Background: an optimization exercise with open tools, aiming at small area, a short achievable clock period and few clock cycles per item. Do not read the settings as production practice. Only simulation tests tie the RTL to the original design; equivalence was not proved. No activity file was given, so power comes from the tool's default toggle rates.

[run.sh]
#!/bin/bash
# synth_recipe.tcl (not shown) runs the flow's synth.tcl, then flattens the netlist and writes it again
# the make line also repeats each setting of config.mk as NAME=value (left out here)
make -C /OpenROAD-flow-scripts/flow DESIGN_CONFIG=/design/flow/config.mk WORK_HOME=/design/flow/orfs CLKGATE_MAP_FILE= SYNTH_SCRIPT=/design/flow/synth_recipe.tcl finish
[config.mk]
export PLATFORM = sky130hd
export DESIGN_NAME = hex_neighbour_order
export DESIGN_NICKNAME = hex_neighbour_order
export VERILOG_FILES = /design/flow/design.v
export SDC_FILE = /design/flow/constraint.sdc
export NUM_CORES = 4
export LEC_CHECK = 0
export CAP_MARGIN = 20
export CORE_MARGIN = 2
export CORE_UTILIZATION = 40
export SLEW_MARGIN = 20
export SYNTH_MEMORY_MAX_BITS = 8192
[constraint.sdc]
create_clock -name core_clock -period 12.0 [get_ports {i_clk}]
set_input_delay 2.4000 -clock core_clock [delete_from_list [all_inputs] [get_ports {i_clk}]]
set_output_delay 2.4000 -clock core_clock [all_outputs]
set_load 0.01 [all_outputs]
[design.v]
`timescale 1ns / 1ps
package hno_pkg;
    localparam logic [15:0] RADIUS_RESET = 16'd256;
    localparam logic [15:0] SQRT3_HALF_Q16 = 16'd56756;
endpackage
`timescale 1ns / 1ps
module hno_ram (
    input  logic        i_clk,
    input  logic        i_clr,
    input  logic        i_on_a,
    input  logic [9:0]  i_addr_a,
    input  logic [31:0] i_row_a,      
    input  logic        i_on_b,
    input  logic [9:0]  i_addr_b,
    input  logic [31:0] i_row_b,      
    output logic        o_free_a,
    output logic        o_free_b
);
    logic [31:0][31:0] r_map;         
    logic              r_wva, r_wvb;
    logic [9:0]        r_wa, r_wb;
    logic [31:0]       r_wra, r_wrb;  
    logic [31:0]       w_wca, w_wcb;
    logic [31:0]       w_cola, w_colb;
    logic              w_ma, w_mb;
    always_comb begin
        for (int c = 0; c < 32; c++) begin
            w_cola[c] = 1'b0;
            w_colb[c] = 1'b0;
            for (int r = 0; r < 32; r++) begin
                w_cola[c] = w_cola[c] | (r_map[r][c] & i_row_a[r]);
                w_colb[c] = w_colb[c] | (r_map[r][c] & i_row_b[r]);
            end
            w_wca[c] = r_wva && (r_wa[4:0] == 5'(c));
            w_wcb[c] = r_wvb && (r_wb[4:0] == 5'(c));
        end
    end
    assign w_ma = w_cola[i_addr_a[4:0]] || (r_wva && r_wa == i_addr_a) || (r_wvb && r_wb == i_addr_a);
    assign w_mb = w_colb[i_addr_b[4:0]] || (r_wva && r_wa == i_addr_b) || (r_wvb && r_wb == i_addr_b);
    assign o_free_a = i_on_a && !w_ma;
    assign o_free_b = i_on_b && !w_mb && !(o_free_a && (i_addr_a == i_addr_b));
    always_ff @(posedge i_clk) begin
        for (int r = 0; r < 32; r++) begin
            for (int c = 0; c < 32; c++) begin
                r_map[r][c] <= !i_clr && (r_map[r][c] || (r_wra[r] && w_wca[c]) || (r_wrb[r] && w_wcb[c]));
            end
        end
        if (i_clr) begin
            r_wva <= 1'b0;
            r_wvb <= 1'b0;
        end else begin
            r_wva <= o_free_a;
            r_wvb <= o_free_b;
        end
        r_wra <= i_row_a;
        r_wrb <= i_row_b;
        r_wa <= i_addr_a;
        r_wb <= i_addr_b;
    end
endmodule
`timescale 1ns / 1ps
`timescale 1ns / 1ps
module hno_mul (
    input  logic               i_clk,
    input  logic [8:0]         i_neg,      
    input  logic [8:0]         i_one,
    input  logic [8:0]         i_two,
    input  logic signed [22:0] i_b,
    input  logic [37:0]        i_c,        
    output logic [37:0]        o_p
);
    logic [8:0]         w_neg, w_one, w_two;
    logic [24:0]        w_row [9];     
    logic [37:0]        w_sh  [9];
    assign w_neg = i_neg;
    assign w_one = i_one;
    assign w_two = i_two;
    logic [24:0]        w_mag [9];
    logic [24:0]        w_r   [9];
    for (genvar i = 0; i < 9; i++) begin : g_pp
        assign w_mag[i] = w_one[i] ? 25'(i_b) : (w_two[i] ? (25'(i_b) <<< 1) : 25'd0);
        assign w_r[i]   = w_neg[i] ? ~w_mag[i] : w_mag[i];
        assign w_row[i] = {~w_r[i][24], w_r[i][23:0]};
        if (i == 0) begin : g_sh0
            assign w_sh[i] = 38'(w_row[i]);
        end else begin : g_shi
            assign w_sh[i] = (38'(w_row[i]) << (2*i)) | (38'(w_neg[i-1]) << (2*i-2));
        end
    end
    function automatic logic [75:0] f_csa(input logic [37:0] x, input logic [37:0] y,
                                          input logic [37:0] z);
        logic [37:0] s, c;
        s = x ^ y ^ z;
        c = ((x & y) | (x & z) | (y & z)) << 1;
        f_csa = {c, s};
    endfunction
    logic [37:0] w_l1 [7];
    logic [37:0] w_l2 [5];
    logic [37:0] w_l3 [4];
    logic [37:0] w_l4 [3];
    logic [37:0] w_l5 [2];
    assign {w_l1[1], w_l1[0]} = f_csa(w_sh[0], w_sh[1], w_sh[2]);
    assign {w_l1[3], w_l1[2]} = f_csa(w_sh[3], w_sh[4], w_sh[5]);
    assign {w_l1[5], w_l1[4]} = f_csa(w_sh[6], w_sh[7], w_sh[8]);
    assign w_l1[6] = i_c;
    assign {w_l2[1], w_l2[0]} = f_csa(w_l1[0], w_l1[1], w_l1[2]);
    assign {w_l2[3], w_l2[2]} = f_csa(w_l1[3], w_l1[4], w_l1[5]);
    assign w_l2[4] = w_l1[6];
    assign {w_l3[1], w_l3[0]} = f_csa(w_l2[0], w_l2[1], w_l2[2]);
    assign w_l3[2] = w_l2[3];
    assign w_l3[3] = w_l2[4];
    assign {w_l4[1], w_l4[0]} = f_csa(w_l3[0], w_l3[1], w_l3[2]);
    assign w_l4[2] = w_l3[3];
    assign {w_l5[1], w_l5[0]} = f_csa(w_l4[0], w_l4[1], w_l4[2]);
    logic [37:0] r_s0, r_s1;
    always_ff @(posedge i_clk) begin
        r_s0 <= w_l5[0];
        r_s1 <= w_l5[1];
    end
    assign o_p = r_s0 + r_s1;
endmodule
module hno_booth (
    input  logic [15:0] i_a,
    output logic [8:0]  o_neg,
    output logic [8:0]  o_one,
    output logic [8:0]  o_two
);
    logic [17:0] w_a;
    assign w_a = {2'b00, i_a};
    for (genvar i = 0; i < 9; i++) begin : g_dig
        logic a2, a1, a0;
        assign a2 = w_a[2*i+1];
        assign a1 = w_a[2*i];
        if (i == 0) begin : g_lsb
            assign a0 = 1'b0;
        end else begin : g_mid
            assign a0 = w_a[2*i-1];
        end
        assign o_neg[i] = a2 && !(a1 && a0);
        assign o_one[i] = a1 ^ a0;
        assign o_two[i] = (a2 && !a1 && !a0) || (!a2 && a1 && a0);
    end
endmodule
`timescale 1ns / 1ps
module hex_neighbour_order
#(
    parameter int GRID_SIDE = 32
) (
    input  logic        i_clk,
    input  logic        i_rst_n,
    input  logic        i_cfg_we,
    input  logic [15:0] i_cfg_wdata,    
    input  logic        i_s_tvalid,
    output logic        o_s_tready,
    input  logic [39:0] i_s_tdata,      
    output logic        o_m_tvalid,
    input  logic        i_m_tready,
    output logic [47:0] o_m_tdata,      
    output logic        o_m_tlast,
    output logic [0:0]  o_m_tuser       
);
    localparam int QD = 5;
    localparam logic [37:0] KB = 38'h2AAB000000;
    localparam logic [2:0] T_NONE = 3'd0;
    localparam logic [2:0] T_S    = 3'd1;
    localparam logic [2:0] T_K    = 3'd2;
    localparam logic [2:0] T_M    = 3'd3;
    localparam logic [2:0] T_PK   = 3'd4;
    localparam logic [2:0] T_NK   = 3'd5;
    function automatic logic [2:0] f_inc(input logic [2:0] p);
        f_inc = (p == 3'(QD - 1)) ? 3'd0 : p + 3'd1;
    endfunction
    function automatic logic signed [19:0] f_sat(input logic signed [21:0] v);
        if (v > 22'sd524287) begin
            f_sat = 20'sh7FFFF;
        end else if (v < -22'sd524288) begin
            f_sat = 20'sh80000;
        end else begin
            f_sat = v[19:0];
        end
    endfunction
    logic r_rst;
    always_ff @(posedge i_clk) begin
        r_rst <= !i_rst_n;
    end
    logic [15:0]        r_radius;
    logic [15:0]        r_h;          
    logic [15:0]        r_s;          
    logic [37:0]        r_knc;        
    logic [1:0]         r_cseq;       
    logic [15:0]        w_ma;
    logic signed [22:0] w_mb;
    logic [2:0]         w_mt;
    logic [8:0]         w_bneg, w_bone, w_btwo;
    logic [8:0]         r_bneg, r_bone, r_btwo;
    logic signed [22:0] r_mb;
    logic [2:0]         r_mt, r_mt1, r_mt2;    
    logic [37:0]        w_mc;
    logic [37:0]        w_prod;
    logic signed [37:0] r_p0, r_p1, r_p2;
    always_comb begin
        case (r_mt)
            T_S:        w_mc = KB + 38'd32768;
            T_K:        w_mc = KB + KB;
            T_PK, T_NK: w_mc = r_knc;
            default:    w_mc = KB;
        endcase
    end
    hno_booth u_booth (
        .i_a   (w_ma),
        .o_neg (w_bneg),
        .o_one (w_bone),
        .o_two (w_btwo)
    );
    hno_mul u_mul (
        .i_clk (i_clk),
        .i_neg (r_bneg),
        .i_one (r_bone),
        .i_two (r_btwo),
        .i_b   (r_mb),
        .i_c   (w_mc),
        .o_p   (w_prod)
    );
    logic               r_ag;         
    logic [1:0]         r_ph;         
    logic [2:0]         r_phs;        
    logic signed [19:0] r_cx, r_cy;
    logic               r_satp, r_satn;  
    logic [15:0]        r_ap, r_an;   
    logic               r_have;
    logic signed [19:0] r_ox, r_oy;
    logic [2:0]         r_F;          
    logic               w_rdy, w_acc, w_pop;
    logic [19:0]        w_roomp, w_roomn;
    logic               r_rdy;
    logic [1:0]         w_cseq_n, w_ph_n;
    logic               w_ag_n;
    logic [2:0]         w_F_n;
    assign w_rdy = r_rdy;
    assign w_acc = i_s_tvalid && w_rdy;
    assign o_s_tready = w_rdy;
    assign w_roomp = {i_s_tdata[19], ~i_s_tdata[18:0]};     
    assign w_roomn = {~i_s_tdata[19], i_s_tdata[18:0]};     
    assign r_ap = r_satp ? ~r_cx[15:0] : r_s;
    assign r_an = r_satn ? r_cx[15:0] : r_s;
    logic [15:0]        w_oxa, w_oya, w_oxb, w_oyb;
    logic               w_sxa, w_sya, w_sxb, w_syb;    
    logic signed [20:0] w_xa, w_xb;
    logic signed [21:0] w_ya, w_yb;
    logic               r_gv;
    logic [1:0]         r_gph;
    logic signed [20:0] r_xa, r_xb;
    logic signed [21:0] r_ya, r_yb;
    always_comb begin
        w_oxa = ({16{r_phs[1]}} & r_ap) | ({16{r_phs[2]}} & r_an);
        w_sxa = r_phs[2];
        w_oya = r_phs[0] ? r_radius : r_h;
        w_sya = !r_phs[0];
        w_oxb = ({16{r_phs[0]}} & r_ap) | ({16{r_phs[2]}} & r_an);
        w_sxb = r_phs[2];
        w_oyb = r_phs[1] ? r_radius : r_h;
        w_syb = r_phs[1];
    end
    assign w_xa = 21'(r_cx) + $signed({5'd0, w_oxa} ^ {21{w_sxa}}) + 21'(w_sxa);
    assign w_xb = 21'(r_cx) + $signed({5'd0, w_oxb} ^ {21{w_sxb}}) + 21'(w_sxb);
    assign w_ya = 22'(r_cy) + $signed({6'd0, w_oya} ^ {22{w_sya}}) + 22'(w_sya);
    assign w_yb = 22'(r_cy) + $signed({6'd0, w_oyb} ^ {22{w_syb}}) + 22'(w_syb);
    logic signed [26:0] w_va, w_vb;
    logic               w_ona, w_onb;
    logic [9:0]         w_aa, w_ab;
    assign w_va  = 27'(r_xa) + (27'(r_ya) <<< 5);
    assign w_vb  = 27'(r_xb) + (27'(r_yb) <<< 5);
    assign w_ona = (w_va[26:18] == 9'd0) ||
                   ((w_va[26:8] == '1) && (w_va[7:0] != 8'd0));
    assign w_onb = (w_vb[26:18] == 9'd0) ||
                   ((w_vb[26:8] == '1) && (w_vb[7:0] != 8'd0));
    assign w_aa  = w_va[26] ? 10'd0 : w_va[17:8];
    assign w_ab  = w_vb[26] ? 10'd0 : w_vb[17:8];
    logic signed [20:0] w_dy;
    logic signed [20:0] r_dx, r_dy;
    assign w_dy = 21'(r_cy) - 21'(r_oy);
    always_comb begin
        w_mt = T_NONE;
        w_ma = r_radius;
        w_mb = 23'sd56756;
        if (r_cseq == 2'd1) begin
            w_mt = T_S;
        end else if (r_cseq == 2'd2) begin
            w_mt = T_K;
            w_ma = r_radius - r_h;
            w_mb = -$signed({7'd0, r_radius} + {7'd0, r_h});
        end else if (r_phs[0]) begin
            w_mt = T_M;
            w_ma = {r_radius[15:1], 1'b0};
            w_mb = 23'(w_dy);
        end else if (r_phs[1]) begin
            w_mt = T_PK;
            w_ma = r_ap;
            w_mb = (23'(r_dx) <<< 1) + $signed({7'd0, r_ap});
        end else if (r_phs[2]) begin
            w_mt = T_NK;
            w_ma = r_an;
            w_mb = $signed({7'd0, r_an}) - (23'(r_dx) <<< 1);
        end
    end
    logic               r_lv;
    logic [1:0]         r_lph;
    logic [9:0]         r_la, r_lb;
    logic [31:0]        r_lra, r_lrb;     
    logic               r_lona, r_lonb;
    logic               w_fa, w_fb;
    logic [3:0]         r_free;
    logic [5:0]         r_free1;
    hno_ram u_map (
        .i_clk    (i_clk),
        .i_clr    (r_rst),
        .i_on_a   (r_lv && r_lona),
        .i_addr_a (r_la),
        .i_row_a  (r_lra),
        .i_on_b   (r_lv && r_lonb),
        .i_addr_b (r_lb),
        .i_row_b  (r_lrb),
        .o_free_a (w_fa),
        .o_free_b (w_fb)
    );
    logic signed [20:0] r_dq;         
    logic               r_dyneg, r_dyzero;
    logic signed [39:0] r_yp3, r_b2;
    logic signed [39:0] w_m0, w_b2n;
    logic signed [39:0] w_nk6, w_pk6, w_m6;
    logic               w_yle0, w_yge0;
    logic [7:0]         r_cq;         
    logic signed [39:0] r_e;          
    logic               r_sv0, r_sv1, r_sv2;
    logic               r_yle0, r_yge0;
    logic [5:0][5:0]    c;
    logic [5:0][5:0]    r_c;
    assign w_m0  = 40'(r_p0);
    assign w_b2n  = (w_m0 <<< 1) + (40'(r_dq) <<< 2);
    assign w_nk6 = 40'(r_p0);
    assign w_pk6 = 40'(r_p1);
    assign w_m6  = 40'(r_p2);
    assign w_yle0 = (r_radius == 16'd0) || r_dyneg || r_dyzero;
    assign w_yge0 = (r_radius == 16'd0) || !r_dyneg;
    always_comb begin
        c = '0;
        c[0][1] = r_cq[0];
        c[0][2] = r_cq[1];
        c[1][3] = r_cq[2];
        c[2][3] = r_cq[3];
        c[0][4] = r_cq[4];
        c[0][5] = r_cq[5];
        c[3][4] = r_cq[6];
        c[3][5] = r_cq[7];
        c[0][3] = r_yle0;
        c[1][2] = r_yle0;
        c[4][5] = r_yge0;
        c[1][4] = r_e >= r_b2;
        c[1][5] = r_e >= 0;
        c[2][4] = c[1][5];
        c[2][5] = (r_e + r_b2) >= 0;
    end
    logic [5:0][5:0]    w_bef;        
    logic [5:0][2:0]    w_rank;
    logic [5:0][2:0]    w_ord;
    logic [2:0]         w_n;
    always_comb begin
        for (int j = 0; j < 6; j++) begin
            for (int k = 0; k < 6; k++) begin
                if (j < k)      w_bef[j][k] = r_c[j][k];
                else if (j > k) w_bef[j][k] = !r_c[k][j];
                else            w_bef[j][k] = 1'b0;
            end
        end
        w_n = '0;
        for (int k = 0; k < 6; k++) begin
            w_n = w_n + 3'(r_free1[k]);
            w_rank[k] = '0;
            for (int j = 0; j < 6; j++) begin
                w_rank[k] = w_rank[k] + 3'(r_free1[j] && w_bef[j][k]);
            end
        end
        w_ord = '0;
        for (int s = 0; s < 6; s++) begin
            for (int k = 0; k < 6; k++) begin
                if (r_free1[k] && w_rank[k] == 3'(s)) w_ord[s] = 3'(k);
            end
        end
    end
    logic signed [19:0] e_cx [QD];
    logic signed [19:0] e_cy [QD];
    logic [5:0][2:0]    e_ord [QD];
    logic [2:0]         e_lslot [QD];   
    logic [QD-1:0]      e_empty;
    logic [QD-1:0]      e_done;
    logic [2:0]         r_wp, r_sp, r_rp;
    logic [2:0]         r_slot;
    logic [2:0]         r_k;            
    logic               r_ov;
    logic [47:0]        r_odata;
    logic               r_olast;
    logic               r_ouser;
    logic               w_load;
    logic               w_empty, w_last;
    logic [15:0]        w_oox, w_ooy;
    logic               w_sox, w_soy;
    logic signed [21:0] w_sx, w_sy;
    logic signed [19:0] w_opx, w_opy;
    logic               r_hdone, r_hempty;
    logic [2:0]         r_hlslot;
    logic [5:0][2:0]    r_hord;
    logic [33:0]        r_ooff;         
    logic signed [19:0] r_hcx, r_hcy;
    logic [2:0]         w_rpi;          
    logic               w_wh, w_wn;     
    logic [2:0]         w_lsn;          
    logic [2:0]         w_kn, w_ks;     
    logic [33:0]        w_on, w_os, w_oh;
    assign w_load  = (!r_ov || i_m_tready) && r_hdone;
    assign w_empty = r_hempty;
    assign w_last  = (r_slot == r_hlslot);
    assign w_pop   = w_load && w_last;
    assign w_rpi   = f_inc(r_rp);
    assign w_wh    = r_sv2 && (r_sp == r_rp);
    assign w_wn    = r_sv2 && (r_sp == w_rpi);
    assign w_lsn   = (w_n == 3'd0) ? 3'd0 : w_n - 3'd1;
    function automatic logic [33:0] f_off(input logic [2:0] k, input logic [15:0] r,
                                          input logic [15:0] s, input logic [15:0] h);
        case (k)
            3'd0:    f_off = {16'd0, 1'b0, r, 1'b0};
            3'd1:    f_off = {s,     1'b0, h, 1'b0};
            3'd2:    f_off = {s,     1'b0, h, 1'b1};
            3'd3:    f_off = {16'd0, 1'b0, r, 1'b1};
            3'd4:    f_off = {s,     1'b1, h, 1'b1};
            default: f_off = {s,     1'b1, h, 1'b0};
        endcase
    endfunction
    always_comb begin
        w_kn = w_wn ? w_ord[0] : e_ord[w_rpi][0];
        w_ks = r_hord[r_slot + 3'd1];
        w_on = f_off(w_kn, r_radius, r_s, r_h);
        w_os = f_off(w_ks, r_radius, r_s, r_h);
        w_oh = f_off(w_ord[0], r_radius, r_s, r_h);
    end
    assign {w_oox, w_sox, w_ooy, w_soy} = r_ooff;
    assign w_sx  = 22'(r_hcx) + $signed({6'd0, w_oox} ^ {22{w_sox}}) + 22'(w_sox);
    assign w_sy  = 22'(r_hcy) + $signed({6'd0, w_ooy} ^ {22{w_soy}}) + 22'(w_soy);
    assign w_opx = f_sat(w_sx);
    assign w_opy = f_sat(w_sy);
    always_comb begin
        if (i_cfg_we)               w_cseq_n = 2'd1;
        else if (r_rst)             w_cseq_n = 2'd0;
        else if (r_cseq != 2'd0)    w_cseq_n = r_cseq + 2'd1;
        else                        w_cseq_n = r_cseq;
        if (r_rst) begin
            w_ag_n = 1'b0;
            w_ph_n = 2'd0;
        end else if (w_acc) begin
            w_ag_n = 1'b1;
            w_ph_n = 2'd0;
        end else if (r_ag) begin
            w_ag_n = (r_ph != 2'd2);
            w_ph_n = r_ph + 2'd1;
        end else begin
            w_ag_n = r_ag;
            w_ph_n = r_ph;
        end
        if (r_rst)  w_F_n = '0;
        else        w_F_n = w_pop ? (w_acc ? r_F : r_F - 3'd1) : (w_acc ? r_F + 3'd1 : r_F);
    end
    always_ff @(posedge i_clk) begin
        if (i_cfg_we) begin
            r_radius <= i_cfg_wdata;
            r_h      <= 16'(({1'b0, i_cfg_wdata} + 17'd1) >> 1);
        end else if (r_rst) begin
            r_radius <= hno_pkg::RADIUS_RESET;
            r_h      <= 16'd128;
        end
        r_cseq <= w_cseq_n;
        r_rdy  <= i_rst_n && (w_cseq_n == 2'd0) && (!w_ag_n || w_ph_n == 2'd2) &&
                  (w_F_n != 3'(QD));
        r_bneg <= w_bneg;
        r_bone <= w_bone;
        r_btwo <= w_btwo;
        r_mb   <= w_mb;
        r_mt   <= r_rst ? T_NONE : w_mt;
        r_mt1  <= r_rst ? T_NONE : r_mt;
        r_mt2  <= r_rst ? T_NONE : r_mt1;
        if (r_rst) begin
            r_s   <= 16'd222;
            r_knc <= KB - 38'd49152;
        end else begin
            if (r_mt1 == T_S) r_s   <= w_prod[31:16];
            if (r_mt1 == T_K) r_knc <= w_prod;
        end
        r_p0 <= w_prod;
        r_p1 <= r_p0;
        r_p2 <= r_p1;
        if (r_phs[0]) begin
            r_dq     <= r_radius[0] ? w_dy : 21'sd0;
            r_dyneg  <= w_dy < 0;
            r_dyzero <= w_dy == 0;
        end
        r_dx <= 21'(r_cx) - 21'(r_ox);
        r_yp3 <= 40'(r_p1) + r_b2;
        if (r_mt2 == T_M) begin
            r_b2   <= w_b2n;
            r_yle0 <= w_yle0;
            r_yge0 <= w_yge0;
        end
        r_cq <= {(w_nk6 + r_yp3) >= 0, (w_nk6 + w_m6) >= 0, w_nk6 >= w_m6, w_nk6 >= r_yp3,
                 (w_pk6 + w_m6) <= 0, (w_pk6 + r_yp3) <= 0, w_pk6 >= r_yp3, w_pk6 >= w_m6};
        r_e  <= w_nk6 - w_pk6;
        if (w_acc) begin
            r_cx <= $signed(i_s_tdata[19:0]);
            r_cy <= $signed(i_s_tdata[39:20]);
            r_satp <= (w_roomp < 20'(r_s));
            r_satn <= (w_roomn < 20'(r_s));
        end
        if (r_rst) begin
            r_have <= 1'b0;
        end else if (w_acc && !r_have) begin
            r_have <= 1'b1;
        end
        if (w_acc && !r_have) begin
            r_ox   <= $signed(i_s_tdata[19:0]);
            r_oy   <= $signed(i_s_tdata[39:20]);
        end
        if (r_rst) begin
            r_phs <= 3'b000;
        end else if (w_acc) begin
            r_phs <= 3'b001;
        end else begin
            r_phs <= {r_phs[1:0], 1'b0};
        end
        r_ag <= w_ag_n;
        r_ph <= w_ph_n;
        r_F  <= w_F_n;
        r_gv  <= r_rst ? 1'b0 : r_ag;
        r_gph <= r_ph;
        r_xa  <= w_xa;
        r_xb  <= w_xb;
        r_ya  <= w_ya;
        r_yb  <= w_yb;
        r_lv   <= r_rst ? 1'b0 : r_gv;
        r_lph  <= r_gph;
        r_la   <= w_aa;
        r_lb   <= w_ab;
        r_lra  <= 32'd1 << w_aa[9:5];
        r_lrb  <= 32'd1 << w_ab[9:5];
        r_lona <= w_ona;
        r_lonb <= w_onb;
        if (r_lv) begin
            case (r_lph)
                2'd0:    r_free[1:0] <= {w_fb, w_fa};
                2'd1:    r_free[3:2] <= {w_fb, w_fa};
                default: r_free1 <= {w_fb, w_fa, r_free};
            endcase
        end
        if (r_rst) begin
            r_sv0 <= 1'b0;
            r_sv1 <= 1'b0;
            r_sv2 <= 1'b0;
        end else begin
            r_sv0 <= r_lv && (r_lph == 2'd2);
            r_sv1 <= r_sv0;
            r_sv2 <= r_sv1;
        end
        r_c     <= c;
        if (w_acc) begin
            e_cx[r_wp] <= $signed(i_s_tdata[19:0]);
            e_cy[r_wp] <= $signed(i_s_tdata[39:20]);
        end
        if (r_sv2) begin
            e_ord[r_sp]   <= w_ord;
            e_lslot[r_sp] <= w_lsn;
        end
        if (w_pop) begin
            r_hord   <= w_wn ? w_ord : e_ord[w_rpi];
            r_hlslot <= w_wn ? w_lsn : e_lslot[w_rpi];
            r_hempty <= w_wn ? (w_n == 3'd0) : e_empty[w_rpi];
            r_k      <= w_kn;
            r_ooff   <= w_on;
            if (w_acc && r_wp == w_rpi) begin
                r_hcx <= $signed(i_s_tdata[19:0]);
                r_hcy <= $signed(i_s_tdata[39:20]);
            end else begin
                r_hcx <= e_cx[w_rpi];
                r_hcy <= e_cy[w_rpi];
            end
        end else begin
            if (w_wh) begin
                r_hord   <= w_ord;
                r_hlslot <= w_lsn;
                r_hempty <= (w_n == 3'd0);
                r_k      <= w_ord[0];
                r_ooff   <= w_oh;
            end else if (w_load) begin
                r_k      <= w_ks;
                r_ooff   <= w_os;
            end
            if (w_acc && r_wp == r_rp) begin
                r_hcx <= $signed(i_s_tdata[19:0]);
                r_hcy <= $signed(i_s_tdata[39:20]);
            end
        end
        if (r_rst) begin
            r_hdone <= 1'b0;
        end else if (w_pop) begin
            r_hdone <= w_wn || e_done[w_rpi];
        end else if (w_wh) begin
            r_hdone <= 1'b1;
        end
        if (r_rst) begin
            r_wp    <= '0;
            r_sp    <= '0;
            r_rp    <= '0;
            e_done  <= '0;
            r_slot  <= '0;
        end else begin
            if (w_acc) r_wp <= f_inc(r_wp);
            if (r_sv2) r_sp <= f_inc(r_sp);
            for (int q = 0; q < QD; q++) begin
                if (r_sv2 && r_sp == 3'(q)) begin
                    e_done[q]  <= 1'b1;
                    e_empty[q] <= (w_n == 3'd0);
                end else if (w_pop && r_rp == 3'(q)) begin
                    e_done[q] <= 1'b0;
                end
            end
            if (w_pop) begin
                r_rp   <= w_rpi;
                r_slot <= '0;
            end else if (w_load) begin
                r_slot <= r_slot + 3'd1;
            end
        end
        if (r_rst) begin
            r_ov <= 1'b0;
        end else if (w_load) begin
            r_ov <= 1'b1;
        end else if (i_m_tready) begin
            r_ov <= 1'b0;
        end
        if (w_load) begin
            r_odata <= w_empty ? 48'd0 : {5'd0, w_opy, w_opx, r_k};
            r_olast <= w_last;
            r_ouser <= !w_empty;
        end
    end
    assign o_m_tvalid   = r_ov;
    assign o_m_tdata    = r_odata;
    assign o_m_tlast    = r_olast;
    assign o_m_tuser[0] = r_ouser;
endmodule
==> flow_summary.ini, run 1 <==
[power_and_ir_drop]
p_int_w = 0.01994
vdd_drop_max_v = 0.0001767
power_frac_comb_pct = 43.4
powerDensity_nw_per_um2 = 233.9
p_seq_share_pct = 31.3
switching_share_pct = 42.57
p_leak_nw = 56.48
switching_power_w = 0.01478
p_clk_share_pct = 25.3
finalPower_w = 0.03472

[clocking]
ctsResizeCount = 0
h-tree-depth = 5
cts-hold-fix-buffers = 0
insertion_delay_ns = 0.95
cts_inserted_buffers = 270
cts_setup_buffers = 0
cts.clk_slew.worst_paths_ns = 0.06
cts_max_path_buffers = 4
cts_tree = yes
root_buffer = clkbuf_16
clock-sinks = 2383

[global_route]
use_met3_pct = 15.53
grt_pass1_vias = 115318
antenna_found_initial = 45
overflow = 0
met1_usage_pct = 41.79
grt_use_met2_pct = 45.65
grt_max_degree = 235
top_usage_layer = met2
grtUsageTotal_pct = 33.11
grt_pass1_wl_um = 829100

[worst_setup_path]
rr_worst_depth = 11
slowest_stage = nor4_1
critPathTopFamily = simple AND/OR/NAND/NOR gates
crit_fanout = 20
arrival_ns = 6.70
critPathBufInv = 2
critPathCaptureType = register
slowest_delay_ns = 1.01
cp.depth = 11
cp-start-kind = register
required_ns = 12.79
cp_cell_sequence = buf_4 -> buf_4 -> nand4_1 -> nor4_1 -> a21oi_1 -> a21oi_1 -> mux4_2 -> nor2b_1 -> or4_1 -> o2111a_1 -> and2_1
worstSetupPathType = register to register

[timing]
min_period_ns = 5.908
worst_pin_slew_ns = 1.299
hold_viol = 0
slew_violations = 0
setup_tns_ns = 0
max_slew_margin_pct = 12.75
fmax_ghz = 0.1693
setup-violations-final = 0
rsz0062_at_grt = no
clock-skew-final_ns = 0.1301
post-route-period-util_pct = 49.23

[synth]
synth_cells = 14394
synth_top_area_cell = dfxtp_1
avgSynthCellArea_um2 = 9.297
yosysSeqAreaShare_pct = 40.43
synth_seq_cells = 2383
synth_cell_types = 108
synth_top_area_share_pct = 26.09
yosys_most_used_dff = dfxtp_1
synth-edff-count = 639
ys_top_cells_by_area = dfxtp_1, edfxtp_1, a221oi_1, ha_1, nor2_1
async_reset_ff_share_pct = 0
synth.cell_area_um2 = 133800
yosys_warnings = 12

[die]
core_area_um2 = 333200
die_x_um = 582.4
io_pins = 113
die_y_um = 582.4
initial_core_util_pct = 40.17
die_area_um2 = 339200
rows = 212

[placement]
dp_cells = 18110
place_area_um2 = 139000
numPortBuffers = 107
place_congestion = 1.003
hpwl_um = 362600

[finish]
seq_area_um2 = 54380
stdcell_area_um2 = 148400
fill_cells = 32048
syn_to_final_growth_pct = 10.91
nets = 15179
layout-drive-gt1-share_pct = 7.431
final_cells = 18667
multi_input_area_um2 = 73020

[route]
first_pass_iters = 14
drc = 0
ant_nets = 0
avgRoutedWirePerCell_um = 31.60
vias_per_cell = 6.788
drt_iter0_drc = 22869
wl_um = 589900
vias = 126705

[min_path]
hold_class = register to register
hold_depth = 0

[flow_run]
maxCapViolations = 0

[run_status]
status = timing/DRC/antenna clean
[layout by cell type (no fill, tap or decap), types with 48 or more instances in the layout]
master / n
or3_1: 56
a21oi_1: 762
edfxtp_1: 639
nand4_1: 240
fa_1: 219
diode_2: 69
a211oi_1: 70
a311oi_1: 78
a31oi_1: 49
o22ai_1: 89
nand2_1: 788
a22oi_1: 556
nor4_1: 82
o211ai_1: 59
nor3_1: 218
a22o_1: 241
mux2i_1: 70
and3_1: 63
dfxtp_1: 1609
clkdlybuf4s50_1: 107
nor2b_1: 145
xnor2_1: 457
a222oi_1: 64
o21bai_1: 97
o21ai_0: 397
buf_4: 274
nand2b_1: 120
ha_1: 901
a21o_1: 190
and2_1: 129
nand3_1: 219
clkbuf_1: 48
xor2_1: 221
dfxtp_2: 91
inv_1: 759
nor2_1: 1687
o21a_1: 81
a221oi_1: 1294
nor2_2: 66
clkbuf_16: 279
[Yosys cell counts (64+ instances only)]
library cell / count
o21bai_1: 97
clkbuf_1: 928
nand2b_1: 120
o21ai_0: 397
ha_1: 902
a22oi_1: 556
nand3_1: 220
xnor2_1: 457
a311oi_1: 78
a22o_1: 242
nor2_1: 1756
and2_1: 130
nor3_1: 221
xor2_1: 221
buf_1: 68
a21oi_1: 763
edfxtp_1: 639
nand4_1: 240
fa_1: 219
a211oi_1: 70
o21a_1: 81
a21o_1: 190
dfxtp_1: 1744
inv_1: 761
mux2i_1: 70
nor4_1: 86
a221oi_1: 1294
nand2_1: 792
a222oi_1: 64
o22ai_1: 89
nor2b_1: 148
[routing by layer]
layer,wire [µm],vias to the layer above
met4,47360,47
met1,225900,60610
met3,86920,3251
li1,-,52801
met5,1226,-
met2,228600,9996
[flip-flops by register name, summed over array words and instances (netlist names), 38 cells and up]
register     count
e_ord           90
r_odata         43
r_p0            38
r_p1            38
e_cx           100
u_map.r_map   1024
r_e             39
e_cy           100
r_knc           38
r_yp3           40
u_mul.r_s0      38
r_b2            39
[cells by family (layout without fill, tap and decap cells)]
kind of cell               after synthesis  after routing  share of synthesized area [%]
AOI/OAI and AO/OA                     4345           4345                          24.04
and+or+nand+nor                       3953           3953                          13.43
DFF                                   2383           2383                          40.43
buffers and inverters                 1827           1640                          5.248
adders and majority gates             1121           1121                          11.71
xor gates and xnor gates               680            680                          4.462
muxes                                   84             84                         0.6751
other                                    1             74                       0.002802
[area by class of cell]
cell class | instances | share of cell area (%)
Tap cell | 4387 | 3.698
Clock buffer | 365 | 5.178
Multi-Input combinational cell | 10188 | 49.20
Timing Repair Buffer | 388 | 2.188
Inverter | 766 | 1.937
Antenna cell | 69 | 0.1163
Clock inverter | 121 | 1.040
Sequential cell | 2383 | 36.64
[worst paths after layout]
kind / start / end / slack [ns]
max: r_la[0] / u_map.r_wvb / 6.09
min: r_cq[0] / r_c[1] / 0.31
max reg2reg: r_la[0] / u_map.r_wvb / 6.09
min reg2reg: r_cq[0] / r_c[1] / 0.31
[through the flow]
| stage | setup slack [ns] | util [%] | hold WS (ns) |
|---|---|---|---|
| floorplan | 4.552 | - | 0.3096 |
| global placement | 5.786 | 41.72 | 0.3122 |
| detailed placement | 5.773 | 41.72 | 0.3157 |
| CTS | 6.696 | 44.49 | 0.3173 |
| global route | 6.425 | 44.50 | 0.3276 |
| finish | 6.092 | 44.55 | 0.3138 |
[power by group through the flow]
stage	Sequential, W	Clock, W	Combinational [W]
floorplan	0.00985	0	0.0106
global placement	0.0109	0	0.0145
detailed placement	0.0109	0	0.0146
CTS	0.0107	0.00880	0.0147
global route	0.0108	0.00911	0.0167
finish	0.0109	0.00878	0.0151
Testbench counts, summed over its fixed seeds: cycles 8,240, items 2,400.
==> inputs of run 2 (changes only) <==
==> flow/run.sh (new file) <==
#!/bin/bash
# Standard layout, with the timing repair asked to leave 7 ns of setup slack
# at the design's 12 ns clock (the clock and constraints are unchanged).
export SETUP_SLACK_MARGIN=7
bash standard.sh > standard.log 2>&1
==> standard.sh (new file) <==
#!/bin/bash
# synth_recipe.tcl (not shown) runs the flow's synth.tcl, then flattens the netlist and writes it again
# the make line also repeats each setting of config.mk as NAME=value (left out here)
make -C /OpenROAD-flow-scripts/flow DESIGN_CONFIG=/design/flow/config.mk WORK_HOME=/design/flow/orfs CLKGATE_MAP_FILE= SYNTH_SCRIPT=/design/flow/synth_recipe.tcl "${@:-finish}"
--- a/config.mk
+++ b/config.mk
@@ -8,5 +8,6 @@
 export CAP_MARGIN = 20
 export CORE_MARGIN = 2
 export CORE_UTILIZATION = 40
+export CTS_BUF_LIST = sky130_fd_sc_hd__clkbuf_8
 export SLEW_MARGIN = 20
 export SYNTH_MEMORY_MAX_BITS = 8192
removed: run.sh
==> run 2 against run 1 <==
- sequential cell count unchanged
- largest power group unchanged
- count of clock-buffer cells in the layout up 98
- final area down 0.85%
- non-clock buffer count down 19
- highest routed layer unchanged
==> flow_summary.ini, run 2 <==
[synth]
yosys_most_used_dff = dfxtp_1
synth_cells = 14394
async_reset_ff_share_pct = 0
synth_common_cells = nor2_1, dfxtp_1, a221oi_1, clkbuf_1, ha_1
synth_top_area_share_pct = 26.09
synth_seq_cells = 2383
ys_top_cells_by_area = dfxtp_1, edfxtp_1, a221oi_1, ha_1, nor2_1
synth_top_area_cell = dfxtp_1
yosysSeqAreaShare_pct = 40.43
synth_most_common_cell = nor2_1
synth-edff-count = 639
avgSynthCellArea_um2 = 9.297
yosys_warnings = 12
synth_cell_types = 108
synth.cell_area_um2 = 133800

[worst_setup_path]
slowest_stage = dfxtp_2
cpMostUsedCell = a21oi_1
critPathCaptureType = register
worstSetupPathType = register to register
cp-start-kind = register
arrival_ns = 6.38
critPathTopFamily = simple AND/OR/NAND/NOR gates
cp_cell_sequence = buf_4 -> nand4_1 -> nor4_1 -> a21oi_1 -> a21oi_1 -> mux4_2 -> nor2b_1 -> or4_1 -> o2111a_1 -> and2_1
critPathBufInv = 1
required_ns = 12.98
slowest_delay_ns = 1.06
crit_fanout = 20

[clocking]
insertion_delay_ns = 1.22
clock-sinks = 2383
h-tree-depth = 5
cts_inserted_buffers = 401
cts.clk_slew.worst_paths_ns = 0.07
cts_max_path_buffers = 4
cts_tree = yes
root_buffer = clkbuf_8
ctsResizeCount = 0
cts_setup_buffers = 0
cts-hold-fix-buffers = 0

[finish]
final_common_cell = nor2_1
mostFrequentLayoutCells = nor2_1, dfxtp_1, a221oi_1, ha_1, inv_1
regMostFlops = u_map.r_map
final_cells = 18898
reg_top3 = u_map.r_map (1024), e_cx (100), e_cy (100)
fill_cells = 32235
syn_to_final_growth_pct = 9.967
layout-drive-gt1-share_pct = 8.136
nets = 15291
largest_reg_flops = 1024
utilization_pct = 44.17

[power_and_ir_drop]
vdd_drop_max_v = 0.0001583
powerDensity_nw_per_um2 = 226.1
p_leak_nw = 56.53

[route]
drt_iter0_drc = 23355
ant_nets = 0
wl_um = 586300
vias = 127478
avgRoutedWirePerCell_um = 31.02
first_pass_iters = 15
vias_per_cell = 6.746
drc = 0

[timing]
post-route-period-util_pct = 45.02
fmax_ghz = 0.1851
slew_violations = 0
min_period_ns = 5.402
max_slew_margin_pct = 6.495
rsz0062_at_grt = no
setup_tns_ns = 0
worst_pin_slew_ns = 1.392
clock-skew-final_ns = 0.1733
setup-violations-final = 0
hold_viol = 0

[die]
die_area_um2 = 339200
io_pins = 113
core_area_um2 = 333200
die_y_um = 582.4
rows = 212
die_x_um = 582.4
initial_core_util_pct = 40.17

[global_route]
grt_pass1_vias = 116409
antenna_found_initial = 56
overflow = 0
grt_pass1_wl_um = 826100
grt_max_degree = 94
grtUsageTotal_pct = 32.93

[placement]
dp_cells = 18091
numPortBuffers = 107
place_congestion = 0.9795
hpwl_um = 352700

[flow_run]
maxCapViolations = 0

[min_path]
hold_class = register to register

[run_status]
status = timing/DRC/antenna clean
==> run 2: path summary, 6_finish.rpt <==
path / start / endpoint / slack, ns / cells after the start
max: r_la[0] / u_map.r_wvb / 6.60 / 10
min: r_cq[7] / r_c[23] / 0.32 / 0
max reg2reg: r_la[0] / u_map.r_wvb / 6.60 / 10
min reg2reg: r_cq[7] / r_c[23] / 0.32 / 0
==> run 2: power by group <==
group          internal [W]  switching, W
clock network       0.00387       0.00367
logic               0.00558       0.00914
registers           0.00922       0.00179
==> run 2: final cells by class <==
class                      count  area (µm²)  share of cell area (%)
clock inverter               273        1720                   1.169
tap                         4387        5489                   3.730
inverter                     766        2879                   1.956
timing repair buffer         369        3043                   2.068
multi-input combinational  10188       73080                   49.66
sequential                  2383       54400                   36.97
clock buffer                 463        6372                   4.330
antenna                       69       172.7                  0.1173
==> run 2: stage by stage <==
step,worst slack (ns),hold slack [ns],area [µm²],power [W]
final,6.598,0.3194,147200,0.03326
after global routing,7.005,0.3435,147000,0.03517
after CTS,7.198,0.3314,146900,0.03277
after detailed placement,6.035,0.3171,138800,0.02535
after global placement,6.079,0.3124,138800,0.02516
after floorplan,6.991,0.3096,133900,0.02045
==> run 2: logic make-up after synthesis <==
| group | Yosys count | synth area share [%] |
|---|---|---|
| multiplexers | 84 | 0.6751 |
| XOR/XNOR | 680 | 4.462 |
| AND/OR/NAND/NOR | 3953 | 13.43 |
| AO/OA/AOI/OAI | 4345 | 24.04 |
| buffers and inverters | 1827 | 5.248 |
| other | 1 | 0.002802 |
| flip-flops | 2383 | 40.43 |
| adder cells (fa/ha/maj) | 1121 | 11.71 |
==> run 2: per-layer routing <==
| layer | vias up | wire, µm | global-route usage, % |
|---|---|---|---|
| li1 | 53110 | - | - |
| met1 | 60357 | 221600 | 41.29 |
| met2 | 10543 | 229800 | 45.34 |
| met3 | 3424 | 84740 | 14.76 |
| met4 | 44 | 49490 | 21.19 |
| met5 | - | 656 | 0.6095 |

## port drivers added, routing unchanged
The flow's constraints put no driver on any port. The routed layouts listed below were extracted and timed again, unchanged, in two steps.
Step 1 assumes that a clkbuf_16 drives the clock port and a buf_2 every other input.
Step 2 adds t to the input delays and takes it off the output delays; t is the mean of the earliest and latest rising clock arrival at the registers after step 1. Input paths then give back, and output paths get back, about the clock's delay inside the block.
a / b / c = no drivers / after step 1 / after step 2; a / b = the first two.
| run | t, ns | setup WS [ns] | worst hold slack (ns) | latest minus earliest clock arrival (ns) | worst register clock-pin slew, ns |
|---|---|---|---|---|---|
| run 1 | 0.998 | 6.092 / 6.092 / 5.783 | 0.314 / 0.314 / 0.314 | 0.151 / 0.152 | 0.07 / 0.07 |
| run 2 | 1.219 | 6.598 / 6.598 / 6.188 | 0.319 / 0.319 / 0.319 | 0.222 / 0.222 | 0.08 / 0.08 |
After both steps every run listed still meets setup and hold. The setup slack of run 2, which loses most, moves by 0.000 ns with the drivers and by -0.410 ns with both steps.
